From an optimization exercise on the open Yosys and OpenROAD flow, aimed at small area, a short achievable clock period and few clock cycles per item; shortcuts taken in it are not production practice. RTL that was checked went through simulation tests only; none was proved equivalent to the original. Function not checked in runs 1 and 2: the RTL went through the layout flow alone. Power and IR drop assume default switching activity.

==> flow/design.v <==
package softmax_pkg;
    typedef enum logic [1:0] {
        ST_IDLE     = 2'd0,
        ST_WAIT_SUM = 2'd1,
        ST_DIV      = 2'd2,
        ST_SCALE    = 2'd3
    } state_e;
    localparam int unsigned IN_FRAC    = 12;
    localparam int unsigned SUM_FRAC   = 26;
    localparam int unsigned RECIP_FRAC = 16;
    localparam int unsigned OUT_FRAC   = 15;
    localparam int unsigned PROD_SHIFT = IN_FRAC + RECIP_FRAC - OUT_FRAC;
    localparam int unsigned SAT_EXP    = 10;
    localparam int unsigned SAT_THRESH = 1 << SAT_EXP;
endpackage
module recip_divider
#(
    parameter int unsigned SUM_W   = 32,
    parameter int unsigned RECIP_W = 32
) (
    input  logic               i_clk,
    input  logic               i_rst_n,
    input  logic               i_start,
    input  logic [SUM_W-1:0]   i_sum,
    input  logic               i_take,
    input  logic               i_abort,
    output logic               o_free,
    output logic               o_ready,
    output logic [RECIP_W-1:0] o_recip,
    output logic               o_sat
);
    logic        norm_q;      
    logic        run_q;       
    logic [31:0] div_q;
    logic [31:0] rem_q;
    logic [32:0] quot_q;
    logic        sat_q;
    logic        sat_n;
    logic        big16, big8;
    logic [31:0] rem_init;
    logic [32:0] quot_init;
    logic [32:0] trial;
    logic [32:0] diff;
    logic        ge;
    always_comb begin
        sat_n = (div_q[31:11] == '0) && (!div_q[10] || (div_q[9:0] == '0));
        big16 = |div_q[31:27];
        big8  = |div_q[31:19];
        rem_init     = '0;
        rem_init[26] = big16;
        rem_init[18] = big8 & ~big16;
        rem_init[10] = ~big8;
        quot_init     = '0;
        quot_init[16] = big16;
        quot_init[8]  = big8 & ~big16;
        quot_init[0]  = ~big8;
        trial = {rem_q, 1'b0};
        diff  = trial - {1'b0, div_q};
        ge    = ~diff[32];
    end
    always_ff @(posedge i_clk or negedge i_rst_n) begin
        if (!i_rst_n) begin
            norm_q <= 1'b0;
            run_q  <= 1'b0;
        end else begin
            norm_q <= i_start;
            if (i_abort) begin
                norm_q <= 1'b0;
                run_q  <= 1'b0;
            end else if (norm_q)
                run_q <= 1'b1;
            else if (i_take)
                run_q <= 1'b0;
        end
    end
    always_ff @(posedge i_clk) begin
        if (!norm_q && !run_q)
            div_q <= i_sum;
        rem_q <= norm_q ? rem_init : (ge ? diff[31:0] : trial[31:0]);
        if (norm_q) begin
            quot_q <= sat_n ? {1'b1, 32'hFFFF_FFFF} : quot_init;
            sat_q  <= sat_n;
        end else if (!quot_q[32]) begin
            quot_q <= {quot_q[31:0], ge};
        end
    end
    assign o_free  = !norm_q && !run_q;
    assign o_ready = run_q && quot_q[32];
    assign o_recip = quot_q[31:0];
    assign o_sat   = sat_q;
endmodule
module softmax_normalizer
#(
    parameter int unsigned N             = 32,
    parameter int unsigned IN_BIT_WIDTH  = 16,
    parameter int unsigned SUM_BIT_WIDTH = 32,
    parameter int unsigned RECIP_W       = 32,
    parameter int unsigned OUT_BIT_WIDTH = 16
) (
    input  logic                        i_clk,
    input  logic                        i_rst_n,
    input  logic                        i_vec_valid,
    output logic                        o_vec_ready,
    input  logic [IN_BIT_WIDTH*N-1:0]   i_data,
    input  logic                        i_sum_valid,
    input  logic [SUM_BIT_WIDTH-1:0]    i_sum,
    output logic                        o_valid,
    input  logic                        i_ready,
    output logic [OUT_BIT_WIDTH-1:0]    o_prob,
    output logic [$clog2(N)-1:0]        o_idx,
    output logic                        o_last,
    output logic                        o_busy,
    output logic                        o_recip_sat
);
    localparam int unsigned IDX_W = $clog2(N);
    logic [IN_BIT_WIDTH-1:0] xb_q [N];
    localparam int unsigned NG = 4;         
    localparam int unsigned GS = N / NG;
    logic [NG-1:0]           gfull_q;       
    logic                    full_q;        
    logic                    xb_new_q;      
    logic [IDX_W-1:0]        rd_q;          
    logic                    vready_q;      
    logic                    full_d, sk_v_d;
    logic                    accept;
    logic [7:0]              xa1_q;         
    logic [6:0]              xa2_q, xa3_q;
    logic                    xa_v_q;
    logic                    xa_wait_q;     
    logic [28:0]             cs0_q, cs1_q;
    logic [5:0]              cs_ovf_q;      
    logic                    cs_hi_q;       
    logic                    cs_rs_q;       
    logic                    cs_v_q;
    logic [OUT_BIT_WIDTH-1:0] prob_q, sk_prob_q;
    logic                    out_rs_q, sk_rs_q;
    logic                    out_v_q, sk_v_q;
    logic [IDX_W-1:0]        idx_q;
    logic [1:0]              nvec_q;
    logic                    last_q;        
    logic                    busy_q;        
    logic [RECIP_W-1:0]      r_q;           
    logic [RECIP_W+1:0]      r3_q;          
    logic                    rs_q;
    logic                    r_next_q;      
    logic                    stall, push, xfer, xfer_last, out_take;
    logic                    cs_free, xa_go, xa_free;
    logic                    rd_go, byp_go, new0, r_load, has_r;
    logic [IN_BIT_WIDTH-1:0] rd_data, xa_raw;
    logic [7:0]              xa1_d;
    logic [6:0]              xa2_d, xa3_d;
    logic [28:0]             row0, row1;
    logic [5:0]              povf;
    logic                    phi;
    logic [OUT_BIT_WIDTH-1:0] prob_n;
    logic                    offer_q;       
    logic                    pend_q;        
    logic                    sum_offer, sum_later, abort;
    logic                    div_start, div_free, div_ready;
    logic [RECIP_W-1:0]      div_recip;
    logic                    div_sat;
    assign accept      = i_vec_valid & vready_q;
    assign o_vec_ready = vready_q;
    assign sum_offer = i_vec_valid & i_sum_valid & ~offer_q;
    assign sum_later = pend_q & i_sum_valid;
    assign div_start = div_free & (sum_offer | sum_later);
    assign abort     = accept & offer_q & ~i_sum_valid;
    recip_divider #(
        .SUM_W   (SUM_BIT_WIDTH),
        .RECIP_W (RECIP_W)
    ) u_div (
        .i_clk   (i_clk),
        .i_rst_n (i_rst_n),
        .i_start (div_start),
        .i_sum   (i_sum),
        .i_take  (r_load),
        .i_abort (abort),
        .o_free  (div_free),
        .o_ready (div_ready),
        .o_recip (div_recip),
        .o_sat   (div_sat)
    );
    always_comb begin
        stall     = out_v_q & sk_v_q;
        push      = cs_v_q & ~stall;
        cs_free   = ~cs_v_q | ~stall;
        xa_go     = xa_v_q & ~xa_wait_q & cs_free;
        xa_free   = ~xa_v_q | xa_go;
        rd_go     = full_q & xa_free;
        byp_go    = accept;
        new0      = accept;
        r_load    = div_ready & (~full_q | xb_new_q) & (xa_free | xa_wait_q);
        has_r     = ~abort & (r_next_q | r_load);
        full_d    = accept | (full_q & ~(rd_go & (rd_q == IDX_W'(N - 1))));
        sk_v_d    = push ? (out_v_q & (~i_ready | sk_v_q)) : (sk_v_q & ~i_ready);
        xfer      = out_v_q & i_ready;
        xfer_last = xfer & last_q;
        out_take  = ~out_v_q | i_ready;
        rd_data = xb_q[rd_q];
        xa_raw  = full_q ? rd_data : i_data[IN_BIT_WIDTH-1:0];
        for (int i = 0; i < 7; i++) begin
            xa1_d[i] = ~xa_raw[15] &  xa_raw[2*i] & ~xa_raw[2*i+1];
            xa2_d[i] = ~xa_raw[15] & ~xa_raw[2*i] &  xa_raw[2*i+1];
            xa3_d[i] = ~xa_raw[15] &  xa_raw[2*i] &  xa_raw[2*i+1];
        end
        xa1_d[7] = ~xa_raw[15] & xa_raw[14];
    end
    softmax_mul_s1 u_s1 (
        .i_s1   (xa1_q),
        .i_s2   (xa2_q),
        .i_s3   (xa3_q),
        .i_r    (r_q),
        .i_r3   (r3_q),
        .o_row0 (row0),
        .o_row1 (row1),
        .o_ovf  (povf),
        .o_sat  (phi)
    );
    softmax_mul_s2 u_s2 (
        .i_row0 (cs0_q),
        .i_row1 (cs1_q),
        .i_ovf  (cs_ovf_q),
        .i_sat  (cs_hi_q),
        .o_prob (prob_n)
    );
    always_ff @(posedge i_clk) begin
        for (int i = 1; i < int'(N); i++)
            if (~gfull_q[i / GS])
                xb_q[i] <= i_data[i*IN_BIT_WIDTH +: IN_BIT_WIDTH];
        if (xa_free) begin
            xa1_q <= xa1_d;
            xa2_q <= xa2_d;
            xa3_q <= xa3_d;
        end
        if (r_load) begin
            r_q  <= div_recip;
            r3_q <= {2'b00, div_recip} + {1'b0, div_recip, 1'b0};
            rs_q <= div_sat;
        end
        if (cs_free) begin
            cs0_q    <= row0;
            cs1_q    <= row1;
            cs_ovf_q <= povf;
            cs_hi_q  <= phi;
            cs_rs_q  <= rs_q;
        end
        if (push) begin
            sk_prob_q <= prob_n;
            sk_rs_q   <= cs_rs_q;
        end
        if (out_take) begin
            prob_q   <= sk_v_q ? sk_prob_q : prob_n;
            out_rs_q <= sk_v_q ? sk_rs_q : cs_rs_q;
        end
        if (~full_q)
            rd_q <= IDX_W'(1);
        else if (rd_go)
            rd_q <= rd_q + 1'b1;
    end
    always_ff @(posedge i_clk or negedge i_rst_n) begin
        if (!i_rst_n) begin
            full_q    <= 1'b0;
            gfull_q   <= '0;
            vready_q  <= 1'b1;
            xb_new_q  <= 1'b0;
            xa_v_q    <= 1'b0;
            xa_wait_q <= 1'b0;
            r_next_q  <= 1'b0;
            cs_v_q    <= 1'b0;
            out_v_q   <= 1'b0;
            sk_v_q    <= 1'b0;
            idx_q     <= '0;
            last_q    <= 1'b0;
            nvec_q    <= '0;
            busy_q    <= 1'b0;
            offer_q   <= 1'b0;
            pend_q    <= 1'b0;
        end else begin
            full_q   <= full_d;
            vready_q <= ~full_d & ~sk_v_d;
            if (accept) begin
                gfull_q  <= '1;
            end else if (rd_go) begin
                for (int g = 0; g < int'(NG); g++)
                    if (rd_q == IDX_W'(g*GS + GS - 1))
                        gfull_q[g] <= 1'b0;
            end
            if (accept)
                xb_new_q <= ~has_r;
            else if (r_load)
                xb_new_q <= 1'b0;
            if (xa_free)
                xa_v_q <= rd_go | byp_go;
            if (new0) begin
                xa_wait_q <= ~has_r;
                r_next_q  <= 1'b0;
            end else if (r_load) begin
                if (xa_wait_q)
                    xa_wait_q <= 1'b0;
                else
                    r_next_q  <= 1'b1;
            end
            if (cs_free)
                cs_v_q <= xa_go;
            if (out_take)
                out_v_q <= sk_v_q | push;
            sk_v_q <= sk_v_d;
            if (xfer) begin
                idx_q  <= idx_q + 1'b1;
                last_q <= (idx_q == IDX_W'(N - 2));
            end
            nvec_q <= nvec_q + {1'b0, accept} - {1'b0, xfer_last};
            busy_q <= (nvec_q + {1'b0, accept} - {1'b0, xfer_last}) != 2'd0;
            if (accept)
                offer_q <= 1'b0;
            else if (div_start && sum_offer)
                offer_q <= 1'b1;
            if (accept)
                pend_q <= ~i_sum_valid;
            else if (sum_later)
                pend_q <= 1'b0;
        end
    end
    assign o_valid     = out_v_q;
    assign o_prob      = prob_q;
    assign o_idx       = idx_q;
    assign o_last      = last_q;
    assign o_busy      = busy_q;
    assign o_recip_sat = out_rs_q;
endmodule
module softmax_mul_s1 (
    input  logic [7:0]  i_s1,     
    input  logic [6:0]  i_s2,     
    input  logic [6:0]  i_s3,     
    input  logic [31:0] i_r,
    input  logic [33:0] i_r3,     
    output logic [28:0] o_row0,
    output logic [28:0] o_row1,
    output logic [5:0]  o_ovf,   
    output logic        o_sat    
);
    logic [33:0] r1, r2;
    logic [33:0] h1, h2, h3;    
    logic [33:0] v [8];
    logic [28:0] pp0;
    logic [26:0] pp1;
    logic [24:0] pp2;
    logic [22:0] pp3;
    logic [20:0] pp4;
    logic [18:0] pp5;
    logic [16:0] pp6;
    logic [14:0] pp7;
    logic        hi;
    always_comb begin
        r1 = {2'b00, i_r};
        r2 = {1'b0, i_r, 1'b0};
        for (int i = 0; i < 8; i++)
            v[i] = (r1 & {34{i_s1[i]}})
                 | (i < 7 ? (r2 & {34{i_s2[i < 7 ? i : 0]}}) | (i_r3 & {34{i_s3[i < 7 ? i : 0]}}) : 34'd0);
        h1 = '0; h2 = '0; h3 = '0;
        h1[29] = |r1[33:29]; h2[29] = |r2[33:29]; h3[29] = |i_r3[33:29];
        h1[27] = |r1[33:27]; h2[27] = |r2[33:27]; h3[27] = |i_r3[33:27];
        h1[25] = |r1[33:25]; h2[25] = |r2[33:25]; h3[25] = |i_r3[33:25];
        h1[23] = |r1[33:23]; h2[23] = |r2[33:23]; h3[23] = |i_r3[33:23];
        h1[21] = |r1[33:21]; h2[21] = |r2[33:21]; h3[21] = |i_r3[33:21];
        h1[19] = |r1[33:19]; h2[19] = |r2[33:19]; h3[19] = |i_r3[33:19];
        h1[17] = |r1[33:17]; h2[17] = |r2[33:17]; h3[17] = |i_r3[33:17];
        h1[15] = |r1[33:15]; h2[15] = |r2[33:15]; h3[15] = |i_r3[33:15];
    end
    assign hi = |{(i_s1[0] & h1[29]), (i_s2[0] & h2[29]), (i_s3[0] & h3[29]), (i_s1[1] & h1[27]), (i_s2[1] & h2[27]), (i_s3[1] & h3[27]), (i_s1[2] & h1[25]), (i_s2[2] & h2[25]), (i_s3[2] & h3[25]), (i_s1[3] & h1[23]), (i_s2[3] & h2[23]), (i_s3[3] & h3[23]), (i_s1[4] & h1[21]), (i_s2[4] & h2[21]), (i_s3[4] & h3[21]), (i_s1[5] & h1[19]), (i_s2[5] & h2[19]), (i_s3[5] & h3[19]), (i_s1[6] & h1[17]), (i_s2[6] & h2[17]), (i_s3[6] & h3[17]), (i_s1[7] & h1[15])};
    assign pp0 = v[0][28:0];
    assign pp1 = v[1][26:0];
    assign pp2 = v[2][24:0];
    assign pp3 = v[3][22:0];
    assign pp4 = v[4][20:0];
    assign pp5 = v[5][18:0];
    assign pp6 = v[6][16:0];
    assign pp7 = v[7][14:0];
    wire hs1 = pp0[12] ^ pp1[10];
    wire hc2 = pp0[12] & pp1[10];
    wire fs3 = ((pp0[13] ^ pp1[11]) ? ~pp2[9] : pp2[9]);
    wire fc4 = ((pp0[13] ^ pp1[11]) ? pp2[9] : pp0[13]);
    wire fs5 = ((pp0[14] ^ pp1[12]) ? ~pp2[10] : pp2[10]);
    wire fc6 = ((pp0[14] ^ pp1[12]) ? pp2[10] : pp0[14]);
    wire hs7 = pp3[8] ^ pp4[6];
    wire hc8 = pp3[8] & pp4[6];
    wire fs9 = ((pp0[15] ^ pp1[13]) ? ~pp2[11] : pp2[11]);
    wire fc10 = ((pp0[15] ^ pp1[13]) ? pp2[11] : pp0[15]);
    wire fs11 = ((pp3[9] ^ pp4[7]) ? ~pp5[5] : pp5[5]);
    wire fc12 = ((pp3[9] ^ pp4[7]) ? pp5[5] : pp3[9]);
    wire fs13 = ((pp0[16] ^ pp1[14]) ? ~pp2[12] : pp2[12]);
    wire fc14 = ((pp0[16] ^ pp1[14]) ? pp2[12] : pp0[16]);
    wire fs15 = ((pp3[10] ^ pp4[8]) ? ~pp5[6] : pp5[6]);
    wire fc16 = ((pp3[10] ^ pp4[8]) ? pp5[6] : pp3[10]);
    wire fs17 = ((pp0[17] ^ pp1[15]) ? ~pp2[13] : pp2[13]);
    wire fc18 = ((pp0[17] ^ pp1[15]) ? pp2[13] : pp0[17]);
    wire fs19 = ((pp3[11] ^ pp4[9]) ? ~pp5[7] : pp5[7]);
    wire fc20 = ((pp3[11] ^ pp4[9]) ? pp5[7] : pp3[11]);
    wire fs21 = ((pp0[18] ^ pp1[16]) ? ~pp2[14] : pp2[14]);
    wire fc22 = ((pp0[18] ^ pp1[16]) ? pp2[14] : pp0[18]);
    wire fs23 = ((pp3[12] ^ pp4[10]) ? ~pp5[8] : pp5[8]);
    wire fc24 = ((pp3[12] ^ pp4[10]) ? pp5[8] : pp3[12]);
    wire fs25 = ((pp0[19] ^ pp1[17]) ? ~pp2[15] : pp2[15]);
    wire fc26 = ((pp0[19] ^ pp1[17]) ? pp2[15] : pp0[19]);
    wire fs27 = ((pp3[13] ^ pp4[11]) ? ~pp5[9] : pp5[9]);
    wire fc28 = ((pp3[13] ^ pp4[11]) ? pp5[9] : pp3[13]);
    wire fs29 = ((pp0[20] ^ pp1[18]) ? ~pp2[16] : pp2[16]);
    wire fc30 = ((pp0[20] ^ pp1[18]) ? pp2[16] : pp0[20]);
    wire fs31 = ((pp3[14] ^ pp4[12]) ? ~pp5[10] : pp5[10]);
    wire fc32 = ((pp3[14] ^ pp4[12]) ? pp5[10] : pp3[14]);
    wire fs33 = ((pp0[21] ^ pp1[19]) ? ~pp2[17] : pp2[17]);
    wire fc34 = ((pp0[21] ^ pp1[19]) ? pp2[17] : pp0[21]);
    wire fs35 = ((pp3[15] ^ pp4[13]) ? ~pp5[11] : pp5[11]);
    wire fc36 = ((pp3[15] ^ pp4[13]) ? pp5[11] : pp3[15]);
    wire fs37 = ((pp0[22] ^ pp1[20]) ? ~pp2[18] : pp2[18]);
    wire fc38 = ((pp0[22] ^ pp1[20]) ? pp2[18] : pp0[22]);
    wire fs39 = ((pp3[16] ^ pp4[14]) ? ~pp5[12] : pp5[12]);
    wire fc40 = ((pp3[16] ^ pp4[14]) ? pp5[12] : pp3[16]);
    wire fs41 = ((pp0[23] ^ pp1[21]) ? ~pp2[19] : pp2[19]);
    wire fc42 = ((pp0[23] ^ pp1[21]) ? pp2[19] : pp0[23]);
    wire fs43 = ((pp3[17] ^ pp4[15]) ? ~pp5[13] : pp5[13]);
    wire fc44 = ((pp3[17] ^ pp4[15]) ? pp5[13] : pp3[17]);
    wire fs45 = ((pp0[24] ^ pp1[22]) ? ~pp2[20] : pp2[20]);
    wire fc46 = ((pp0[24] ^ pp1[22]) ? pp2[20] : pp0[24]);
    wire fs47 = ((pp3[18] ^ pp4[16]) ? ~pp5[14] : pp5[14]);
    wire fc48 = ((pp3[18] ^ pp4[16]) ? pp5[14] : pp3[18]);
    wire fs49 = ((pp0[25] ^ pp1[23]) ? ~pp2[21] : pp2[21]);
    wire fc50 = ((pp0[25] ^ pp1[23]) ? pp2[21] : pp0[25]);
    wire fs51 = ((pp3[19] ^ pp4[17]) ? ~pp5[15] : pp5[15]);
    wire fc52 = ((pp3[19] ^ pp4[17]) ? pp5[15] : pp3[19]);
    wire fs53 = ((pp0[26] ^ pp1[24]) ? ~pp2[22] : pp2[22]);
    wire fc54 = ((pp0[26] ^ pp1[24]) ? pp2[22] : pp0[26]);
    wire fs55 = ((pp3[20] ^ pp4[18]) ? ~pp5[16] : pp5[16]);
    wire fc56 = ((pp3[20] ^ pp4[18]) ? pp5[16] : pp3[20]);
    wire fs57 = ((pp0[27] ^ pp1[25]) ? ~pp2[23] : pp2[23]);
    wire fc58 = ((pp0[27] ^ pp1[25]) ? pp2[23] : pp0[27]);
    wire fs59 = ((pp3[21] ^ pp4[19]) ? ~pp5[17] : pp5[17]);
    wire fc60 = ((pp3[21] ^ pp4[19]) ? pp5[17] : pp3[21]);
    wire fs61 = ((pp0[28] ^ pp1[26]) ? ~pp2[24] : pp2[24]);
    wire fc62 = ((pp0[28] ^ pp1[26]) ? pp2[24] : pp0[28]);
    wire fs63 = ((pp3[22] ^ pp4[20]) ? ~pp5[18] : pp5[18]);
    wire fc64 = ((pp3[22] ^ pp4[20]) ? pp5[18] : pp3[22]);
    wire hs65 = pp0[8] ^ pp1[6];
    wire hc66 = pp0[8] & pp1[6];
    wire fs67 = ((pp0[9] ^ pp1[7]) ? ~pp2[5] : pp2[5]);
    wire fc68 = ((pp0[9] ^ pp1[7]) ? pp2[5] : pp0[9]);
    wire fs69 = ((pp0[10] ^ pp1[8]) ? ~pp2[6] : pp2[6]);
    wire fc70 = ((pp0[10] ^ pp1[8]) ? pp2[6] : pp0[10]);
    wire hs71 = pp3[4] ^ pp4[2];
    wire hc72 = pp3[4] & pp4[2];
    wire fs73 = ((pp0[11] ^ pp1[9]) ? ~pp2[7] : pp2[7]);
    wire fc74 = ((pp0[11] ^ pp1[9]) ? pp2[7] : pp0[11]);
    wire fs75 = ((pp3[5] ^ pp4[3]) ? ~pp5[1] : pp5[1]);
    wire fc76 = ((pp3[5] ^ pp4[3]) ? pp5[1] : pp3[5]);
    wire fs77 = ((hs1 ^ pp2[8]) ? ~pp3[6] : pp3[6]);
    wire fc78 = ((hs1 ^ pp2[8]) ? pp3[6] : hs1);
    wire fs79 = ((pp4[4] ^ pp5[2]) ? ~pp6[0] : pp6[0]);
    wire fc80 = ((pp4[4] ^ pp5[2]) ? pp6[0] : pp4[4]);
    wire fs81 = ((hc2 ^ fs3) ? ~pp3[7] : pp3[7]);
    wire fc82 = ((hc2 ^ fs3) ? pp3[7] : hc2);
    wire fs83 = ((pp4[5] ^ pp5[3]) ? ~pp6[1] : pp6[1]);
    wire fc84 = ((pp4[5] ^ pp5[3]) ? pp6[1] : pp4[5]);
    wire fs85 = ((fc4 ^ fs5) ? ~hs7 : hs7);
    wire fc86 = ((fc4 ^ fs5) ? hs7 : fc4);
    wire fs87 = ((pp5[4] ^ pp6[2]) ? ~pp7[0] : pp7[0]);
    wire fc88 = ((pp5[4] ^ pp6[2]) ? pp7[0] : pp5[4]);
    wire fs89 = ((fc6 ^ hc8) ? ~fs9 : fs9);
    wire fc90 = ((fc6 ^ hc8) ? fs9 : fc6);
    wire fs91 = ((fs11 ^ pp6[3]) ? ~pp7[1] : pp7[1]);
    wire fc92 = ((fs11 ^ pp6[3]) ? pp7[1] : fs11);
    wire fs93 = ((fc10 ^ fc12) ? ~fs13 : fs13);
    wire fc94 = ((fc10 ^ fc12) ? fs13 : fc10);
    wire fs95 = ((fs15 ^ pp6[4]) ? ~pp7[2] : pp7[2]);
    wire fc96 = ((fs15 ^ pp6[4]) ? pp7[2] : fs15);
    wire fs97 = ((fc14 ^ fc16) ? ~fs17 : fs17);
    wire fc98 = ((fc14 ^ fc16) ? fs17 : fc14);
    wire fs99 = ((fs19 ^ pp6[5]) ? ~pp7[3] : pp7[3]);
    wire fc100 = ((fs19 ^ pp6[5]) ? pp7[3] : fs19);
    wire fs101 = ((fc18 ^ fc20) ? ~fs21 : fs21);
    wire fc102 = ((fc18 ^ fc20) ? fs21 : fc18);
    wire fs103 = ((fs23 ^ pp6[6]) ? ~pp7[4] : pp7[4]);
    wire fc104 = ((fs23 ^ pp6[6]) ? pp7[4] : fs23);
    wire fs105 = ((fc22 ^ fc24) ? ~fs25 : fs25);
    wire fc106 = ((fc22 ^ fc24) ? fs25 : fc22);
    wire fs107 = ((fs27 ^ pp6[7]) ? ~pp7[5] : pp7[5]);
    wire fc108 = ((fs27 ^ pp6[7]) ? pp7[5] : fs27);
    wire fs109 = ((fc26 ^ fc28) ? ~fs29 : fs29);
    wire fc110 = ((fc26 ^ fc28) ? fs29 : fc26);
    wire fs111 = ((fs31 ^ pp6[8]) ? ~pp7[6] : pp7[6]);
    wire fc112 = ((fs31 ^ pp6[8]) ? pp7[6] : fs31);
    wire fs113 = ((fc30 ^ fc32) ? ~fs33 : fs33);
    wire fc114 = ((fc30 ^ fc32) ? fs33 : fc30);
    wire fs115 = ((fs35 ^ pp6[9]) ? ~pp7[7] : pp7[7]);
    wire fc116 = ((fs35 ^ pp6[9]) ? pp7[7] : fs35);
    wire fs117 = ((fc34 ^ fc36) ? ~fs37 : fs37);
    wire fc118 = ((fc34 ^ fc36) ? fs37 : fc34);
    wire fs119 = ((fs39 ^ pp6[10]) ? ~pp7[8] : pp7[8]);
    wire fc120 = ((fs39 ^ pp6[10]) ? pp7[8] : fs39);
    wire fs121 = ((fc38 ^ fc40) ? ~fs41 : fs41);
    wire fc122 = ((fc38 ^ fc40) ? fs41 : fc38);
    wire fs123 = ((fs43 ^ pp6[11]) ? ~pp7[9] : pp7[9]);
    wire fc124 = ((fs43 ^ pp6[11]) ? pp7[9] : fs43);
    wire fs125 = ((fc42 ^ fc44) ? ~fs45 : fs45);
    wire fc126 = ((fc42 ^ fc44) ? fs45 : fc42);
    wire fs127 = ((fs47 ^ pp6[12]) ? ~pp7[10] : pp7[10]);
    wire fc128 = ((fs47 ^ pp6[12]) ? pp7[10] : fs47);
    wire fs129 = ((fc46 ^ fc48) ? ~fs49 : fs49);
    wire fc130 = ((fc46 ^ fc48) ? fs49 : fc46);
    wire fs131 = ((fs51 ^ pp6[13]) ? ~pp7[11] : pp7[11]);
    wire fc132 = ((fs51 ^ pp6[13]) ? pp7[11] : fs51);
    wire fs133 = ((fc50 ^ fc52) ? ~fs53 : fs53);
    wire fc134 = ((fc50 ^ fc52) ? fs53 : fc50);
    wire fs135 = ((fs55 ^ pp6[14]) ? ~pp7[12] : pp7[12]);
    wire fc136 = ((fs55 ^ pp6[14]) ? pp7[12] : fs55);
    wire fs137 = ((fc54 ^ fc56) ? ~fs57 : fs57);
    wire fc138 = ((fc54 ^ fc56) ? fs57 : fc54);
    wire fs139 = ((fs59 ^ pp6[15]) ? ~pp7[13] : pp7[13]);
    wire fc140 = ((fs59 ^ pp6[15]) ? pp7[13] : fs59);
    wire fs141 = ((fc58 ^ fc60) ? ~fs61 : fs61);
    wire fc142 = ((fc58 ^ fc60) ? fs61 : fc58);
    wire fs143 = ((fs63 ^ pp6[16]) ? ~pp7[14] : pp7[14]);
    wire fc144 = ((fs63 ^ pp6[16]) ? pp7[14] : fs63);
    wire hs145 = pp0[6] ^ pp1[4];
    wire hc146 = pp0[6] & pp1[4];
    wire fs147 = ((pp0[7] ^ pp1[5]) ? ~pp2[3] : pp2[3]);
    wire fc148 = ((pp0[7] ^ pp1[5]) ? pp2[3] : pp0[7]);
    wire fs149 = ((hs65 ^ pp2[4]) ? ~pp3[2] : pp3[2]);
    wire fc150 = ((hs65 ^ pp2[4]) ? pp3[2] : hs65);
    wire fs151 = ((hc66 ^ fs67) ? ~pp3[3] : pp3[3]);
    wire fc152 = ((hc66 ^ fs67) ? pp3[3] : hc66);
    wire fs153 = ((fc68 ^ fs69) ? ~hs71 : hs71);
    wire fc154 = ((fc68 ^ fs69) ? hs71 : fc68);
    wire fs155 = ((fc70 ^ hc72) ? ~fs73 : fs73);
    wire fc156 = ((fc70 ^ hc72) ? fs73 : fc70);
    wire fs157 = ((fc74 ^ fc76) ? ~fs77 : fs77);
    wire fc158 = ((fc74 ^ fc76) ? fs77 : fc74);
    wire fs159 = ((fc78 ^ fc80) ? ~fs81 : fs81);
    wire fc160 = ((fc78 ^ fc80) ? fs81 : fc78);
    wire fs161 = ((fc82 ^ fc84) ? ~fs85 : fs85);
    wire fc162 = ((fc82 ^ fc84) ? fs85 : fc82);
    wire fs163 = ((fc86 ^ fc88) ? ~fs89 : fs89);
    wire fc164 = ((fc86 ^ fc88) ? fs89 : fc86);
    wire fs165 = ((fc90 ^ fc92) ? ~fs93 : fs93);
    wire fc166 = ((fc90 ^ fc92) ? fs93 : fc90);
    wire fs167 = ((fc94 ^ fc96) ? ~fs97 : fs97);
    wire fc168 = ((fc94 ^ fc96) ? fs97 : fc94);
    wire fs169 = ((fc98 ^ fc100) ? ~fs101 : fs101);
    wire fc170 = ((fc98 ^ fc100) ? fs101 : fc98);
    wire fs171 = ((fc102 ^ fc104) ? ~fs105 : fs105);
    wire fc172 = ((fc102 ^ fc104) ? fs105 : fc102);
    wire fs173 = ((fc106 ^ fc108) ? ~fs109 : fs109);
    wire fc174 = ((fc106 ^ fc108) ? fs109 : fc106);
    wire fs175 = ((fc110 ^ fc112) ? ~fs113 : fs113);
    wire fc176 = ((fc110 ^ fc112) ? fs113 : fc110);
    wire fs177 = ((fc114 ^ fc116) ? ~fs117 : fs117);
    wire fc178 = ((fc114 ^ fc116) ? fs117 : fc114);
    wire fs179 = ((fc118 ^ fc120) ? ~fs121 : fs121);
    wire fc180 = ((fc118 ^ fc120) ? fs121 : fc118);
    wire fs181 = ((fc122 ^ fc124) ? ~fs125 : fs125);
    wire fc182 = ((fc122 ^ fc124) ? fs125 : fc122);
    wire fs183 = ((fc126 ^ fc128) ? ~fs129 : fs129);
    wire fc184 = ((fc126 ^ fc128) ? fs129 : fc126);
    wire fs185 = ((fc130 ^ fc132) ? ~fs133 : fs133);
    wire fc186 = ((fc130 ^ fc132) ? fs133 : fc130);
    wire fs187 = ((fc134 ^ fc136) ? ~fs137 : fs137);
    wire fc188 = ((fc134 ^ fc136) ? fs137 : fc134);
    wire fs189 = ((fc138 ^ fc140) ? ~fs141 : fs141);
    wire fc190 = ((fc138 ^ fc140) ? fs141 : fc138);
    wire hs191 = pp0[4] ^ pp1[2];
    wire hc192 = pp0[4] & pp1[2];
    wire fs193 = ((pp0[5] ^ pp1[3]) ? ~pp2[1] : pp2[1]);
    wire fc194 = ((pp0[5] ^ pp1[3]) ? pp2[1] : pp0[5]);
    wire fs195 = ((hs145 ^ pp2[2]) ? ~pp3[0] : pp3[0]);
    wire fc196 = ((hs145 ^ pp2[2]) ? pp3[0] : hs145);
    wire fs197 = ((hc146 ^ fs147) ? ~pp3[1] : pp3[1]);
    wire fc198 = ((hc146 ^ fs147) ? pp3[1] : hc146);
    wire fs199 = ((fc148 ^ fs149) ? ~pp4[0] : pp4[0]);
    wire fc200 = ((fc148 ^ fs149) ? pp4[0] : fc148);
    wire fs201 = ((fc150 ^ fs151) ? ~pp4[1] : pp4[1]);
    wire fc202 = ((fc150 ^ fs151) ? pp4[1] : fc150);
    wire fs203 = ((fc152 ^ fs153) ? ~pp5[0] : pp5[0]);
    wire fc204 = ((fc152 ^ fs153) ? pp5[0] : fc152);
    wire fs205 = ((fc154 ^ fs155) ? ~fs75 : fs75);
    wire fc206 = ((fc154 ^ fs155) ? fs75 : fc154);
    wire fs207 = ((fc156 ^ fs157) ? ~fs79 : fs79);
    wire fc208 = ((fc156 ^ fs157) ? fs79 : fc156);
    wire fs209 = ((fc158 ^ fs159) ? ~fs83 : fs83);
    wire fc210 = ((fc158 ^ fs159) ? fs83 : fc158);
    wire fs211 = ((fc160 ^ fs161) ? ~fs87 : fs87);
    wire fc212 = ((fc160 ^ fs161) ? fs87 : fc160);
    wire fs213 = ((fc162 ^ fs163) ? ~fs91 : fs91);
    wire fc214 = ((fc162 ^ fs163) ? fs91 : fc162);
    wire fs215 = ((fc164 ^ fs165) ? ~fs95 : fs95);
    wire fc216 = ((fc164 ^ fs165) ? fs95 : fc164);
    wire fs217 = ((fc166 ^ fs167) ? ~fs99 : fs99);
    wire fc218 = ((fc166 ^ fs167) ? fs99 : fc166);
    wire fs219 = ((fc168 ^ fs169) ? ~fs103 : fs103);
    wire fc220 = ((fc168 ^ fs169) ? fs103 : fc168);
    wire fs221 = ((fc170 ^ fs171) ? ~fs107 : fs107);
    wire fc222 = ((fc170 ^ fs171) ? fs107 : fc170);
    wire fs223 = ((fc172 ^ fs173) ? ~fs111 : fs111);
    wire fc224 = ((fc172 ^ fs173) ? fs111 : fc172);
    wire fs225 = ((fc174 ^ fs175) ? ~fs115 : fs115);
    wire fc226 = ((fc174 ^ fs175) ? fs115 : fc174);
    wire fs227 = ((fc176 ^ fs177) ? ~fs119 : fs119);
    wire fc228 = ((fc176 ^ fs177) ? fs119 : fc176);
    wire fs229 = ((fc178 ^ fs179) ? ~fs123 : fs123);
    wire fc230 = ((fc178 ^ fs179) ? fs123 : fc178);
    wire fs231 = ((fc180 ^ fs181) ? ~fs127 : fs127);
    wire fc232 = ((fc180 ^ fs181) ? fs127 : fc180);
    wire fs233 = ((fc182 ^ fs183) ? ~fs131 : fs131);
    wire fc234 = ((fc182 ^ fs183) ? fs131 : fc182);
    wire fs235 = ((fc184 ^ fs185) ? ~fs135 : fs135);
    wire fc236 = ((fc184 ^ fs185) ? fs135 : fc184);
    wire fs237 = ((fc186 ^ fs187) ? ~fs139 : fs139);
    wire fc238 = ((fc186 ^ fs187) ? fs139 : fc186);
    wire fs239 = ((fc188 ^ fs189) ? ~fs143 : fs143);
    wire fc240 = ((fc188 ^ fs189) ? fs143 : fc188);
    assign o_row0 = {fc238, fc236, fc234, fc232, fc230, fc228, fc226, fc224, fc222, fc220, fc218, fc216, fc214, fc212, fc210, fc208, fc206, fc204, fc202, fc200, fc198, fc196, fc194, hc192, hs191, pp0[3], pp0[2], pp0[1], pp0[0]};
    assign o_row1 = {fs239, fs237, fs235, fs233, fs231, fs229, fs227, fs225, fs223, fs221, fs219, fs217, fs215, fs213, fs211, fs209, fs207, fs205, fs203, fs201, fs199, fs197, fs195, fs193, pp2[0], pp1[1], pp1[0], 1'b0, 1'b0};
    assign o_ovf = {fc62, fc64, fc142, fc144, fc190, fc240};
    assign o_sat = hi;
endmodule
module softmax_mul_s2 (
    input  logic [28:0] i_row0,
    input  logic [28:0] i_row1,
    input  logic [5:0]  i_ovf,
    input  logic        i_sat,
    output logic [15:0] o_prob
);
    logic [28:0] a, b;
    logic [29:0] s;
    logic sat;
    assign a = {i_row0[28], i_row0[27], i_row0[26], i_row0[25], i_row0[24], i_row0[23], i_row0[22], i_row0[21], i_row0[20], i_row0[19], i_row0[18], i_row0[17], i_row0[16], i_row0[15], i_row0[14], i_row0[13], i_row0[12], i_row0[11], i_row0[10], i_row0[9], i_row0[8], i_row0[7], i_row0[6], i_row0[5], i_row0[4], i_row0[3], i_row0[2], i_row0[1], i_row0[0]};
    assign b = {i_row1[28], i_row1[27], i_row1[26], i_row1[25], i_row1[24], i_row1[23], i_row1[22], i_row1[21], i_row1[20], i_row1[19], i_row1[18], i_row1[17], i_row1[16], i_row1[15], i_row1[14], i_row1[13], i_row1[12], i_row1[11], i_row1[10], i_row1[9], i_row1[8], i_row1[7], i_row1[6], i_row1[5], i_row1[4], i_row1[3], i_row1[2], 1'b0, 1'b0};
    assign s = {1'b0, a} + {1'b0, b};
    assign sat = i_sat | (|i_ovf) | s[29];
    assign o_prob = sat ? 16'hFFFF : s[28:13];
endmodule
==> flow/flow/run.sh <==
#!/bin/bash
# The standard layout (the standard.sh, standard synthesis unchanged), with
#  - every input and output port buffered by the smallest buffer (buf_1)
#    instead of the tool's default pick; the resizer still upsizes any port
#    buffer that needs more drive;
#  - repair_timing asked for a setup margin of 7.5 ns, so that it keeps
#    sizing and buffering paths until they are 7.5 ns inside the 11 ns clock.
# The SDC (clock period, I/O delays, loads) is the standard flow's, unchanged.
set -euo pipefail
export BUFFER_PORTS_ARGS="-buffer_cell sky130_fd_sc_hd__buf_1"
export SETUP_SLACK_MARGIN=7.5
bash standard.sh > make.log 2>&1
==> flow/standard.sh <==
#!/bin/bash
# synth_recipe.tcl (not shown) runs the flow's synth.tcl, then flattens the netlist and writes it again
# the make line also repeats each setting of config.mk as NAME=value (left out here)
make -C /OpenROAD-flow-scripts/flow DESIGN_CONFIG=/design/flow/config.mk WORK_HOME=/design/flow/orfs CLKGATE_MAP_FILE= SYNTH_SCRIPT=/design/flow/synth_recipe.tcl "${@:-finish}"
==> flow/config.mk <==
export PLATFORM = sky130hd
export DESIGN_NAME = softmax_normalizer
export DESIGN_NICKNAME = softmax_normalizer
export VERILOG_FILES = /design/flow/design.v
export SDC_FILE = /design/flow/constraint.sdc
export NUM_CORES = 4
export LEC_CHECK = 0
export ABC_CLOCK_PERIOD_IN_PS = 3000
export CAP_MARGIN = 20
export CELL_PAD_IN_SITES_DETAIL_PLACEMENT = 1
export CORE_MARGIN = 2
export CORE_UTILIZATION = 40
export CTS_BUF_LIST = sky130_fd_sc_hd__clkbuf_16
export CTS_CLUSTER_DIAMETER = 80
export CTS_CLUSTER_SIZE = 20
export PLACE_DENSITY = 0.45
export SLEW_MARGIN = 20
==> flow/constraint.sdc <==
create_clock -name core_clock -period 11.0 [get_ports {i_clk}]
set_input_delay 2.2000 -clock core_clock [delete_from_list [all_inputs] [get_ports {i_clk}]]
set_output_delay 2.2000 -clock core_clock [all_outputs]
set_load 0.01 [all_outputs]
==> out/summary.md, run 1 <==
The sequential fraction of the synthesis area is 0.606, and the post-synthesis to final-layout area growth is 14.9%. The overall fraction of global-route tracks in use is 0.290. For the number of max-slew violations in the final report, the log shows 0.

The run gives 29852 as the number of global-route vias before repair. The initial standard-cell utilization of the core was 0.405; the mean area per synthesized cell was 13.2 µm². The remaining max-slew budget at the tightest pin was 0.208.

The cell depth of the worst setup path is 1, and the upper clock frequency limit is 283 MHz. Number of hold violations in the final report: 0. The tools report the beginning of the worst register-to-register path as rd_q[0]. The largest individual stage delay along the critical path comes from the cell dfstp_2. The main combinational cell family by area after synthesis was compound AO/OA/AOI/OAI gates. The number of enable-type register cells in the synthesized netlist was 745; the floorplan row count was 114. The share of synthesized area spent on multiplexers works out to 0.0296. For the final database, setup skew stands at 0.0529 ns. Summed over all cells, the static leakage comes to 15.6 nW. Path category of the worst min-delay check: flip-flop to flip-flop.

Type of element capturing the critical path: an output pin. The total of flip-flops plus latches after synthesis works out to 808. The endpoint with the worst hold slack was rs_q. Of all cell types, the one taking the most synthesized area is edfxtp_1. For the combinational share of power, the log shows 0.562. The critical path in this run is classified as flip-flop to output pin.

The post-detailed-route wirelength per cell is 31.0 µm, and the violation count after the first detailed-routing iteration is 3649. In this run the horizontal extent of the chip is 317 µm. The slew at the pin closest to its max-slew limit is 1.18 ns.

For the clock latency of the later-clocked register in the worst-skew pair, the log shows 0.68 ns. At the end of routability-driven placement, the weighted congestion stood at 0.949. Vias per cell: 6.04. The signal on the critical path passes through buf_6.

Endpoint arrival time on the critical path: 1.34 ns. Synthesis handed over a netlist of 2973 instances. At the end of the flow, the number of nets in the layout was 4193. Entering global routing, the biggest net connects 79 pins. For this run the aggregate overflow at the end of global routing stands at 0. The routed layout has 29298 vias. The area share of and/or/nand/nor cells after synthesis is 0.0734. The total buffers and inverters traversed by the critical path works out to 1. The wire-length estimate of the detail-placed layout is 113 mm. The number of nets still failing antenna checks after routing was 0; the power per standard cell area was 386 mW/mm². Setup violations remaining at the end of the flow were counted as 0.

The run gives 10108 as the layout filler cell count. The internal portion of the total power is 9.95 mW. The H-tree was split into 2 levels. STA classifies the critical path startpoint as a flip-flop.

The cell type group with the largest total delay on the critical path was flip-flops. The floorplan step defined a die boundary enclosing 0.100 mm². Fraction of the cycle the final worst path needs: 0.322.

The origin of the worst min-delay path is u_div.sat_q. The post-synthesis share of cell area spent on xor and xnor gates is 0.0606, and the top-level port count is 575. In this run, CTS created clock tree buffers numbering 51.

The proportion of register bits with asynchronous set or reset after synthesis was 0.0309; the number of remaining DRC errors was 0. The clock network power share came out at 0.115. STA puts the critical path data required time at 8.80 ns.

Net switching power: 7.40 mW. Synthesized netlist net count: 3645. The total standard cell area after synthesis was 0.0392 mm².

Capture point of the worst reg-to-reg path: xa2_q[5]. The cell sitting at the root of the clock tree is a clkbuf_16. During placement, the flow inserted port buffers numbering 574. The worst hold path was traced through 0 stages. After clock tree synthesis, the clock-pin slew on the worst setup and hold paths is 0.09 ns. The commonest cells after synthesis are edfxtp_1, xnor2_1, nand2_1. The clock passes through at most 3 buffers. TritonCTS built the clock tree. Initial antenna violation count: 21.

For this run, the leading register cell type out of synthesis is edfxtp_1. Along the worst path, the maximum fanout reaches 2. The worst reg-to-reg setup slack was 7.53 ns.

The sequential power share is 0.323. The flow ran to the end and the layout has no timing, DRC or antenna violations. The post-synthesis adder-cell area fraction is 0.0627. The first global-routing pass estimated 211 mm of wire. The clock period minus worst slack is 3.54 ns. For the power consumption, the log shows 17.4 mW.

The run gives 0.000219 V as the worst supply voltage drop on vdd. After clock tree synthesis, the flow added hold-fix buffers numbering 0. Wires add up to 150 mm. Fraction of layout cells with a size suffix above 1: 0.0735. The tools report the placeable core region as 0.0969 mm². The floorplan step set the die height to 317 µm. Cell with the most instances after synthesis: edfxtp_1. The switching part of the total works out to 0.426. Yosys attributes the largest share of cell area to edfxtp_1, xnor2_1, a222oi_1, ha_1, a22oi_1. The number of sinks driven by the clock tree was 808.

On the worst path, the slowest cell contributes a delay of 0.55 ns. The netlist uses 78 different library cells. The post-synthesis compound-gate area fraction is 0.143. The first TritonRoute pass finished after 9 iterations. The share of Yosys cell area claimed by the top area cell type works out to 0.571. Setup repair after global routing could not meet its margin everywhere. The number of violations of the max-capacitance limit was 0. Adding up every negative setup slack in the final design gives 0 ns. Counting cells, the worst reg-to-reg path comes to 10.

For the number of warnings issued by yosys, the log shows 21.
==> what timing repair did <==
| action | 4_1_cts | 5_1_grt |
|---|---|---|
| pin swaps | 0 | 7 |
| hold endpoints to repair | 0 | 0 |
| resized for setup | 37 | 47 |
| setup endpoints to repair | 41 | 160 |
| cloned | 0 | 2 |
| buffers inserted | 9 | 20 |
==> cell type report <==
cell class                      count  area (µm²)  share of cell area
Multi-Input combinational cell   1914       14700               0.328
Clock buffer                       52        1300              0.0289
Antenna cell                       11        27.5            0.000612
Sequential cell                   808       23800               0.528
Tap cell                         1276        1600              0.0355
Clock inverter                     43         273             0.00606
Inverter                           96         378             0.00839
Timing Repair Buffer              650        2930              0.0650
==> power groups by stage <==
| stage | Sequential (mW) | Clock [mW] | Combinational, mW |
|---|---|---|---|
| floorplan | 5.26 | 0 | 7.23 |
| global placement | 5.77 | 0 | 9.04 |
| detailed placement | 5.73 | 0 | 9.35 |
| CTS | 5.65 | 2.05 | 9.47 |
| global route | 5.67 | 2.14 | 10.7 |
| finish | 5.60 | 2.00 | 9.75 |
==> logic make-up after synthesis <==
| group | count (synthesis) |
|---|---|
| AO/OA/AOI/OAI | 734 |
| XOR/XNOR | 271 |
| adder cells (fa/ha/maj) | 202 |
| buffers and inverters | 252 |
| flip-flops | 808 |
| multiplexers | 110 |
| AND/OR/NAND/NOR | 596 |
==> per-layer routing <==
| metal | wire length, µm | vias up | track usage |
|---|---|---|---|
| met2 | 68500 | 1342 | 0.460 |
| met4 | 5170 | 12 | 0.0946 |
| met1 | 64500 | 14999 | 0.404 |
| met3 | 12000 | 206 | 0.0508 |
| li1 | - | 12739 | - |
| met5 | 82 | - | 0 |
==> through the flow <==
step / worst slack [ns] / cells / hold WS [ns] / util / instance area, µm²
floorplan: 7.49 / 2973 / 0.400 / - / 39200
global placement: 6.97 / 4709 / 0.425 / 0.441 / 42700
detailed placement: 6.73 / 4712 / 0.448 / 0.442 / 42800
CTS: 7.41 / 4816 / 0.481 / 0.460 / 44500
global route: 7.40 / 4845 / 0.486 / 0.465 / 45000
finish: 7.46 / 4850 / 0.465 / 0.465 / 45000
==> layout by cell type, fill, tap and decap left out, drive strengths merged, types with 31 or more instances in the layout <==
cell type	n
dfxtp	38
nor2	153
o21ai	69
nand4	33
maj3	79
clkbuf	55
ha	106
mux2	38
nand2	189
a22oi	118
a21o	69
a222oi	148
edfxtp	745
buf	647
xor2	55
nor3	32
xnor2	216
and2	31
a21oi	109
inv	129
mux2i	72
==> flip-flops by register name (all words and copies together), names as in the netlist, 7 cells and up <==
name / flops
u_div.quot_q: 33
prob_q: 16
cs0_q: 27
sk_prob_q: 16
r_q: 32
cs1_q: 27
xa3_q: 7
xa2_q: 7
r3_q: 33
u_div.rem_q: 32
xb_q: 496
u_div.div_q: 32
xa1_q: 8
==> worst max path at each step <==
| stage | startpoint | endpoint | slack (ns) |
|---|---|---|---|
| after detailed placement | rd_q[4] | xa1_q[0] | 6.73 |
| after CTS | vready_q | o_vec_ready | 7.41 |
| after global routing | vready_q | o_vec_ready | 7.40 |
| final | vready_q | o_vec_ready | 7.46 |
| after floorplan | rd_q[3] | xa1_q[1] | 7.49 |
| after global placement | rd_q[4] | xa1_q[2] | 6.97 |
==> run 2: changes to the inputs <==
==> flow/flow/run.sh (replaced) <==
#!/bin/bash
# The standard layout (the standard.sh, standard synthesis unchanged), with
#  - every input and output port buffered by the smallest buffer (buf_1)
#    instead of the tool's default pick; the resizer still upsizes any port
#    buffer that needs more drive;
#  - repair_timing asked for a setup margin of 7.3 ns, so that it keeps
#    sizing and buffering paths until they are 7.3 ns inside the 11 ns clock.
# The SDC (clock period, I/O delays, loads) is the standard flow's, unchanged.
set -euo pipefail
export BUFFER_PORTS_ARGS="-buffer_cell sky130_fd_sc_hd__buf_1"
export SETUP_SLACK_MARGIN=7.3
bash standard.sh > make.log 2>&1
==> run 2 against run 1 <==
Against the previous run: critical endpoint is now xa1_q[3]; non-clock buffer count is 26 lower; sequential power hardly changed; clock skew is 0.0070 ns higher; largest cell class unchanged.
==> out/summary.md, run 2 <==
The routability congestion estimate came out at 0.962. In the layout the commonest cells are edfxtp_1, buf_1, xnor2_1. The count of cell types in the netlist is 78. Counting every net in the synthesized netlist gives 3645.

For this block, the via count after detailed routing is 29145. The slew at the pin closest to its max-slew limit is 1.22 ns. The area growth from synthesis to layout is 13.9%. The clock period minus worst slack was 3.67 ns; the total of flip-flops plus latches after synthesis was 808. The critical path is of the flip-flop to flip-flop type.

In this run the deepest clock path goes through 3 buffers. The library cell used most frequently in the layout, excluding fill and tap cells, is edfxtp_1. Total cell area at the placement stage: 0.0427 mm². The run gives 0.69 ns as the clock latency of the later-clocked register in the worst-skew pair.

The count of buffers added on input and output ports is 574. For the required time at the endpoint of the critical path, the log shows 11.53 ns. For the sum of negative setup slack, the log shows 0 ns. The number of placed instances, taps included, is 4708. The most flop-heavy register is xb_q. The floorplan step set the die width to 317 µm.

Clock skew on the completed layout was measured at 0.0600 ns. The post-synthesis share of cell area spent on xor and xnor gates works out to 0.0606. The worst setup path is captured at a flip-flop. The logs give 0 for the number of remaining DRC errors and 808 for the number of sinks driven by the clock tree. The post-synthesis adder-cell area fraction works out to 0.0627. For this run, the number of standard cells in the final layout without fillers is 4819.

The logs give 273 MHz for the upper clock frequency limit and 0 for the post-cts hold buffer count. The die extent in y was 317 µm; the area share of and/or/nand/nor cells after synthesis was 0.0734. Fraction of layout cells with a size suffix above 1: 0.0590. The flow ran to the end and the layout has no timing, DRC or antenna violations. The path category of the worst min-delay check is flip-flop to flip-flop. Number of hold violations in the final report: 0. The wire length after detailed routing was 149 mm. The run gives 114 as the floorplan row count. The number of violations of the max-capacitance limit was 0; the post-synthesis compound-gate area fraction was 0.143. Endpoint arrival time on the critical path: 4.20 ns. The power per standard cell area is 384 mW/mm². The largest total area in the synthesized netlist belongs to edfxtp_1. IR analysis of the VDD net gives a maximum drop of 0.000211 V. After detailed routing, the met2 layer carries 67.9 mm of wire.

In this run, synthesis inferred 745 flip-flops with an integrated enable. In the synthesized netlist, the number of instances is 2973. The largest registers in the layout are xb_q (496), r3_q (33), u_div.quot_q (33). In this run the remaining antenna-violating nets after routing total 0.

The run gives 17.1 mW as the power consumption. The worst setup path is launched from a flip-flop. TritonCTS built the clock tree.

Sequential fraction of the synthesis area: 0.606. The overall fraction of global-route tracks in use is 0.289, and the total CTS buffers is 50. The total area inside the core boundary comes to 0.0969 mm². Uppermost metal layer occupied by signal nets: met5. The share of Yosys cell area claimed by the top area cell type works out to 0.571. The end-of-flow core utilization was 0.461. Of all nets on the critical path, the largest fanout is 43. The overall overflow remaining after global route is 0. The initial antenna violation count came out at 38. For the total routed wire length on the met1 layer, the log shows 63.3 mm. Sorting the synthesized cells by how often they occur yields edfxtp_1, xnor2_1, nand2_1. The deepest level of the CTS H-tree was 2. After the first detailed-routing iteration, the DRC count stood at 3640. The analysis attributes to cell leakage a power of 15.4 nW. Sorting the synthesized cells by area gives the leading types as edfxtp_1, xnor2_1, a222oi_1, ha_1, a22oi_1. The first global-routing pass estimated 210 mm of wire.

Setup repair after global routing left no endpoint under its margin. For this run, the leading register cell type out of synthesis is edfxtp_1. Setup violations remaining at the end of the flow were counted as 0.

The die covers 0.100 mm². The proportion of register bits with asynchronous set or reset after synthesis was 0.0309; the top-level port count was 575. Dividing the synthesized area by the synthesized cell count gives 13.2 µm². In the routed layout, each cell is associated on average with a via count of 6.05. The share of synthesized area spent on multiplexers is 0.0296, and the number of global-route vias before repair is 29388.

The number of max-slew violations in the final report came out at 0. For the initial standard-cell utilization of the core, the log shows 0.405. By area, the combinational part of the netlist is dominated by compound AO/OA/AOI/OAI gates. The fraction of the cycle the final worst path needs came out at 0.333. The root buffer cell chosen for the clock tree is clkbuf_16. During synthesis, Yosys emitted a total of 21 warnings. The iteration count of the initial detailed-routing pass is 12.

For the final HPWL from detailed placement, the log shows 114 mm. After routing the design area is 0.0446 mm². The clock transition at the register clock pins on the worst setup and hold paths after CTS came out at 0.09 ns.

The tools report the layout net count as 4166. The tools report the remaining max-slew budget at the tightest pin as 0.185. Entering global routing, the biggest net connects 90 pins.

The cell area that synthesis handed to floorplanning was 0.0392 mm². Cell with the most instances after synthesis: edfxtp_1. After detailed routing, the met3 layer carries 11.9 mm of wire. In the final routed layout, each cell accounts on average for 30.8 µm.

The register with the most flip-flops in the layout has 496 of them.
run 2: stage by stage:
stage          hold slack [ns]  setup slack (ns)
2_1_floorplan            0.400              7.32
3_3_place_gp             0.418              6.82
3_5_place_dp             0.416              6.74
4_1_cts                  0.436              7.33
5_1_grt                  0.447              7.30
6_report                 0.434              7.33
run 2: kinds of logic after synthesis:
kind of cell	after synthesis
muxes	110
buffers and inverters	252
adders and majority gates	202
xor gates and xnor gates	271
AOI/OAI and AO/OA	734
and+or+nand+nor	596
DFF	808
run 2: layout make-up:
class                      count  area, µm²
timing repair buffer         624       2630
tap                         1276       1600
clock buffer                  51       1280
inverter                      96        378
multi-input combinational   1914      14600
antenna                       16       40.0
sequential                   808      23800
clock inverter                34        298
fill                       10217      52200
run 2: where the power goes:
group / switching, mW / internal (mW)
combinational: 5.44 / 4.05
sequential: 0.715 / 4.90
clock: 1.09 / 0.928
run 2: critical path, cell delays in order (launching register included):
cell,delay [ns]
dfxtp_4,0.43
buf_12,0.22
and2_1,0.34
and2_2,0.45
a22oi_1,0.27
nand4_1,0.18
or4_1,0.60
mux2_2,0.33
mux2_2,0.40
nor3_1,0.24
run 2: worst paths after layout:
kind                        startpoint       end  slack, ns  cells past startpoint
min in group asynchronous      i_rst_n  idx_q[0]       1.58                      1
max in group asynchronous      i_rst_n    pend_q       8.87                      1
max                            rd_q[4]  xa1_q[3]       7.33                      9
max reg2reg                    rd_q[4]  xa1_q[3]       7.33                      9
min reg2reg                u_div.sat_q      rs_q       0.43                      0
min                        u_div.sat_q      rs_q       0.43                      0
run 2: what timing repair did:
| action | in CTS | in global routing |
|---|---|---|
| buffers inserted | 0 | 2 |
| endpoints found under the setup margin | 23 | 29 |
| gates resized for setup | 21 | 16 |
| pin swaps | 1 | 1 |
| cloned | 0 | 1 |
run 2: metal layers:
metal,track usage,vias to the layer above
met1,0.401,14881
li1,-,12684
met5,0,-
met4,0.108,36
met3,0.0505,237
met2,0.454,1307
==> run 3: changes to the inputs <==
--- a/flow/design.v
+++ b/flow/design.v
@@ -119,8 +119,9 @@
     logic [NG-1:0]           gfull_q;       
     logic                    full_q;        
     logic                    xb_new_q;      
-    logic [IDX_W-1:0]        rd_q;          
-    logic                    vready_q;      
+    logic [GS-1:0]           rdl_q;         
+    logic [NG-1:0]           rdg_q;         
+    logic                    vbusy_q;       
     logic                    full_d, sk_v_d;
     logic                    accept;
     logic [7:0]              xa1_q;         
@@ -159,8 +160,8 @@
     logic                    div_start, div_free, div_ready;
     logic [RECIP_W-1:0]      div_recip;
     logic                    div_sat;
-    assign accept      = i_vec_valid & vready_q;
-    assign o_vec_ready = vready_q;
+    assign accept      = i_vec_valid & ~vbusy_q;
+    assign o_vec_ready = ~vbusy_q;
     assign sum_offer = i_vec_valid & i_sum_valid & ~offer_q;
     assign sum_later = pend_q & i_sum_valid;
     assign div_start = div_free & (sum_offer | sum_later);
@@ -191,12 +192,20 @@
         new0      = accept;
         r_load    = div_ready & (~full_q | xb_new_q) & (xa_free | xa_wait_q);
         has_r     = ~abort & (r_next_q | r_load);
-        full_d    = accept | (full_q & ~(rd_go & (rd_q == IDX_W'(N - 1))));
+        full_d    = accept | (full_q & ~(rd_go & rdg_q[NG-1] & rdl_q[GS-1]));
         sk_v_d    = push ? (out_v_q & (~i_ready | sk_v_q)) : (sk_v_q & ~i_ready);
         xfer      = out_v_q & i_ready;
         xfer_last = xfer & last_q;
         out_take  = ~out_v_q | i_ready;
-        rd_data = xb_q[rd_q];
+        rd_data = '0;
+        for (int g = 0; g < int'(NG); g++) begin
+            logic [IN_BIT_WIDTH-1:0] gd;
+            gd = '0;
+            for (int l = 0; l < int'(GS); l++)
+                if (g*GS + l > 0)
+                    gd = gd | (xb_q[g*GS + l] & {IN_BIT_WIDTH{rdl_q[l]}});
+            rd_data = rd_data | (gd & {IN_BIT_WIDTH{rdg_q[g]}});
+        end
         xa_raw  = full_q ? rd_data : i_data[IN_BIT_WIDTH-1:0];
         for (int i = 0; i < 7; i++) begin
             xa1_d[i] = ~xa_raw[15] &  xa_raw[2*i] & ~xa_raw[2*i+1];
@@ -252,16 +261,20 @@
             prob_q   <= sk_v_q ? sk_prob_q : prob_n;
             out_rs_q <= sk_v_q ? sk_rs_q : cs_rs_q;
         end
-        if (~full_q)
-            rd_q <= IDX_W'(1);
-        else if (rd_go)
-            rd_q <= rd_q + 1'b1;
+        if (~full_q) begin
+            rdl_q <= GS'(2);
+            rdg_q <= NG'(1);
+        end else if (rd_go) begin
+            rdl_q <= {rdl_q[GS-2:0], rdl_q[GS-1]};
+            if (rdl_q[GS-1])
+                rdg_q <= {rdg_q[NG-2:0], rdg_q[NG-1]};
+        end
     end
     always_ff @(posedge i_clk or negedge i_rst_n) begin
         if (!i_rst_n) begin
             full_q    <= 1'b0;
             gfull_q   <= '0;
-            vready_q  <= 1'b1;
+            vbusy_q   <= 1'b0;
             xb_new_q  <= 1'b0;
             xa_v_q    <= 1'b0;
             xa_wait_q <= 1'b0;
@@ -277,12 +290,12 @@
             pend_q    <= 1'b0;
         end else begin
             full_q   <= full_d;
-            vready_q <= ~full_d & ~sk_v_d;
+            vbusy_q  <= full_d | sk_v_d;
             if (accept) begin
                 gfull_q  <= '1;
             end else if (rd_go) begin
                 for (int g = 0; g < int'(NG); g++)
-                    if (rd_q == IDX_W'(g*GS + GS - 1))
+                    if (rdg_q[g] && rdl_q[GS-1])
                         gfull_q[g] <= 1'b0;
             end
             if (accept)
==> flow/flow/run.sh (replaced) <==
#!/bin/bash
# The standard layout (the standard.sh, standard synthesis unchanged), with
#  - every input and output port buffered by the smallest buffer (buf_1)
#    instead of the tool's default pick; the resizer still upsizes any port
#    buffer that needs more drive;
#  - repair_timing asked for a setup margin of 7.5 ns, so that it keeps
#    sizing and buffering paths until they are 7.5 ns inside the 11 ns clock.
# The SDC (clock period, I/O delays, loads) is the standard flow's, unchanged.
set -euo pipefail
export BUFFER_PORTS_ARGS="-buffer_cell sky130_fd_sc_hd__buf_1"
export SETUP_SLACK_MARGIN=7.5
bash standard.sh > make.log 2>&1
==> run 3 against run 2 <==
Against the previous run: clock skew shrank 0.022 ns; routed wire length shrank 8.9%; combinational power shrank 88%; critical path depth shrank 7; largest cell class unchanged; highest routed layer unchanged.
==> out/summary.md, run 3 <==
The tools report the root cell of the clock tree as clkbuf_16. After the first detailed-routing iteration, the DRC count stood at 3173. STA puts the critical path data arrival time at 1.32 ns. The tools report the sequential fraction of the synthesis area as 0.619. Summing every instance area after synthesis gives 0.0386 mm². In the synthesized netlist, the cells that appear most often are edfxtp_1, a22oi_1, xnor2_1. In this run the worst hold path is classified as flip-flop to flip-flop. The sum of negative setup slack came out at 0 ns.

For the count of cell types in the netlist, the log shows 80. The clock tree synthesis step divided the H-tree into 2 levels. The area of the die is 0.0990 mm². Dividing the detail-routed via count by the number of cells gives 5.85. Clock-pin slew was measured on the worst setup and hold paths at 0.08 ns. The leakage component of the power came out at 14.9 nW.

Summed over all layers, the global routing overflow is 0. The number of cells on the worst reg-to-reg path is 11. Wires add up to 135 mm. Entering global routing, the biggest net connects 78 pins. The post-synthesis adder-cell area fraction works out to 0.0597. The origin of the worst min-delay path is u_div.sat_q. Type of the worst setup path: flip-flop to output pin. Capture point of the worst reg-to-reg path: prob_q[14]. For the end-of-flow core utilization, the log shows 0.462. The post-synthesis compound-gate area fraction came out at 0.152. On the final layout, the worst clock skew is 0.0382 ns.

The number of max-slew violations in the final report is 0, and the non-filler instance count after layout is 4751. The number of flip-flops under the largest register name is 496. The worst setup path is captured at an output pin. The share of Yosys cell area claimed by the top area cell type is 0.580, and the post-cts hold buffer count is 0.

Proportion of register bits with asynchronous set or reset after synthesis: 0.0307. The run gives 11 as the iteration count of the initial detailed-routing pass. The initial antenna violation count came out at 55.

Pin placement for this block handled 575 I/O pins. In this run the core area contains 113 standard-cell rows. The detail route stage leaves a number of antenna-violating nets equal to 0. Slew at the pin closest to its max-slew limit: 1.04 ns. The tools report the beginning of the worst register-to-register path as cs0_q[6]. The power consumption was 6.71 mW. xb_q holds more flip-flops than any other register. The share of synthesized area spent on multiplexers works out to 0.0139. In this run the power density over the cells is 152 mW/mm². Counting along the longest clock path gives a buffer depth of 3. The area share of and/or/nand/nor cells after synthesis was 0.0653; the layout net count was 4073. The fraction of layout cells with a size suffix above 1 was 0.0608. The largest registers in the layout are xb_q (496), r3_q (33), u_div.quot_q (33). The clock latency of the later-clocked register in the worst-skew pair was 0.68 ns; the clock period minus worst slack was 3.52 ns. The flow ran to the end and the layout has no timing, DRC or antenna violations. For the number of violations of the max-capacitance limit, the log shows 0. Detailed placement ended at an HPWL of 96.7 mm. Synthesis produced 2883 cells. After synthesis, the cell types taking the most area are edfxtp_1, a22oi_1, xnor2_1, a222oi_1, ha_1.

The remaining max-slew budget at the tightest pin is 0.308. A synthesized cell averages 13.4 µm². Leaving out fill and tap cells, the most frequent cell in the layout is edfxtp_1. STA classifies the critical path startpoint as a flip-flop. The post-synthesis to final-layout area growth is 14.2%, and the total of flip-flops plus latches after synthesis is 815. Yosys instantiated no cell more often than edfxtp_1. Most used flip-flop cell after synthesis: edfxtp_1. Setup repair after global routing could not meet its margin everywhere. For the worst supply voltage drop on vdd, the log shows 0.000158 V. STA puts the critical path data required time at 8.80 ns.

The post-synthesis share of cell area spent on xor and xnor gates works out to 0.0622. Counting every net in the synthesized netlist gives 3546. The count of vias placed by the detailed router came out at 27798. The number of hold violations in the final report came out at 0.

Timing would allow up to 284 MHz. The fraction of the cycle the final worst path needs is 0.320. After synthesis, the largest family of logic cells by area is compound AO/OA/AOI/OAI gates. Setup violations remaining at the end of the flow were counted as 0. Leaving out fill and tap cells, the most frequent cells in the layout are edfxtp_1, buf_1, a22oi_1. The routability congestion estimate was 0.857; the number of enable-type register cells in the synthesized netlist was 745. Layout filler cell count: 9966. The initial standard-cell utilization of the core was 0.405; the wire length of the first global-routing pass was 196 mm. The region available for standard cell placement spans 0.0953 mm². The run gives 5 as the number of warnings issued by yosys. The path with the worst hold slack has its endpoint at rs_q.

In the final routed layout, each cell accounts on average for 28.5 µm. The largest total area in the synthesized netlist belongs to edfxtp_1. Counting instances, the worst hold path has a depth of 0.

The die extent in y is 315 µm, and the worst-path maximum fanout is 2. The setup check on the worst reg-to-reg path leaves a slack of 7.60 ns. The run gives 0.0239 mm² as the area taken by flip-flops and latches.

Number of remaining DRC errors: 0. In this run the tool buffered the top-level ports with 574 buffer cells. The multi-input logic area was 0.0137 mm²; the width of the die was 315 µm. TritonCTS built the clock tree. Once placement completed, the tool counted placed cells totaling 4599. Across all hold checks on the routed design, the worst slack comes to 0.428 ns. The number of global-route vias before repair came out at 28900. The logs give 51 for the total CTS buffers and 815 for the number of sinks driven by the clock tree. The overall fraction of global-route tracks in use was 0.267.
run 3: cell types whose count changed after synthesis, sizes merged, moves of 22 or more:
cell | before | now
mux2i | 72 | 38
a221oi | 25 | 3
a22oi | 118 | 277
nand4 | 33 | 61
nor2 | 153 | 128
mux2 | 37 | 14
nand2 | 189 | 141
run 3: how the worst max path moves through the flow:
| stage | slack (ns) | startpoint | endpoint |
|---|---|---|---|
| after global routing | 7.44 | vbusy_q | o_vec_ready |
| final | 7.48 | vbusy_q | o_vec_ready |
| after detailed placement | 7.20 | i_vec_valid | busy_q |
| after floorplan | 7.57 | i_ready | busy_q |
| after global placement | 7.24 | i_vec_valid | busy_q |
| after CTS | 7.40 | vbusy_q | o_vec_ready |
run 3: final cells by class:
cell class	instances	share of cell area
diodes	33	0.00187
well taps	1265	0.0359
clock buffers	53	0.0301
repair buffers	637	0.0617
inverters	102	0.00903
clock inverters	43	0.00716
multi-input cells	1803	0.311
flip-flops and latches	815	0.543
run 3: cells by family after synthesis:
| group | count (synthesis) |
|---|---|
| flops | 815 |
| compound gates | 771 |
| simple gates | 516 |
| xor+xnor | 273 |
| buf+inv | 265 |
| fa+ha+maj | 191 |
| mux | 52 |
run 3: metal layers:
metal / up-vias / GRT usage / share of wire / wire (µm)
met2: 971 / 0.463 / 0.50 / 67500
met1: 14228 / 0.347 / 0.42 / 56500
met5: - / 0 / 0.0013 / 179
met4: 26 / 0.0774 / 0.024 / 3200
li1: 12403 / - / - / -
met3: 170 / 0.0403 / 0.060 / 8060
run 3: through the flow:
step | area [µm²] | worst slack (ns)
2_1_floorplan | 38600 | 7.57
3_3_place_gp | 42000 | 7.24
3_5_place_dp | 42000 | 7.20
4_1_cts | 43800 | 7.40
5_1_grt | 44000 | 7.44
6_report | 44100 | 7.48
run 3: where the power goes:
group	leakage [nW]	internal [mW]	total, mW	switching [mW]
Sequential	7.59	3.47	3.54	0.0690
Clock	0.876	0.941	2.04	1.10
Combinational	6.47	0.512	1.13	0.615
Total	14.9	4.93	6.71	1.79
run 3: critical path, cell delays in order, from the launching register on:
cell and delay (ns):
dfrtp_1 0.40, inv_4 0.12, buf_6 0.12
run 3: what timing repair did:
action                                  in CTS  in global routing
endpoints found under the setup margin      54                122
pin swaps                                    0                  4
endpoints found under the hold margin        0                  0
setup buffers                                8                 15
gates resized for setup                     17                 12
Testbench counts of run 3, summed over its fixed seeds: cycles 12,456, vectors 384.

## port drivers added, routing unchanged
In the flow no input, the clock included, has a driving cell. The finished layouts below were timed again as built, in two steps. Step 1 assumes that a clkbuf_16 drives the clock port and a buf_2 every other input. Step 2 times the ports against the registers' clock, not the clock port: input delays grow and output delays shrink by t, the midpoint of the rising clock arrivals with the driver on. Slacks: ideal / step 1 / step 2; pairs: ideal / step 1.
| run | shift t [ns] | setup WS [ns] | worst slew at a driven data input, ns | pins driven straight from the clock port |
|---|---|---|---|---|
| run 1 | 0.726 | 7.460 / 7.388 / 7.134 | 0.16 | 1 |
| run 2 | 0.736 | 7.332 / 7.312 / 7.122 | 0.18 | 1 |
| run 3 | 0.728 | 7.478 / 7.410 / 7.060 | 0.16 | 1 |
After both steps every run listed still meets setup and hold. For run 3, which loses most, drivers alone change the setup slack by -0.068 ns; drivers and shift together by -0.418 ns.
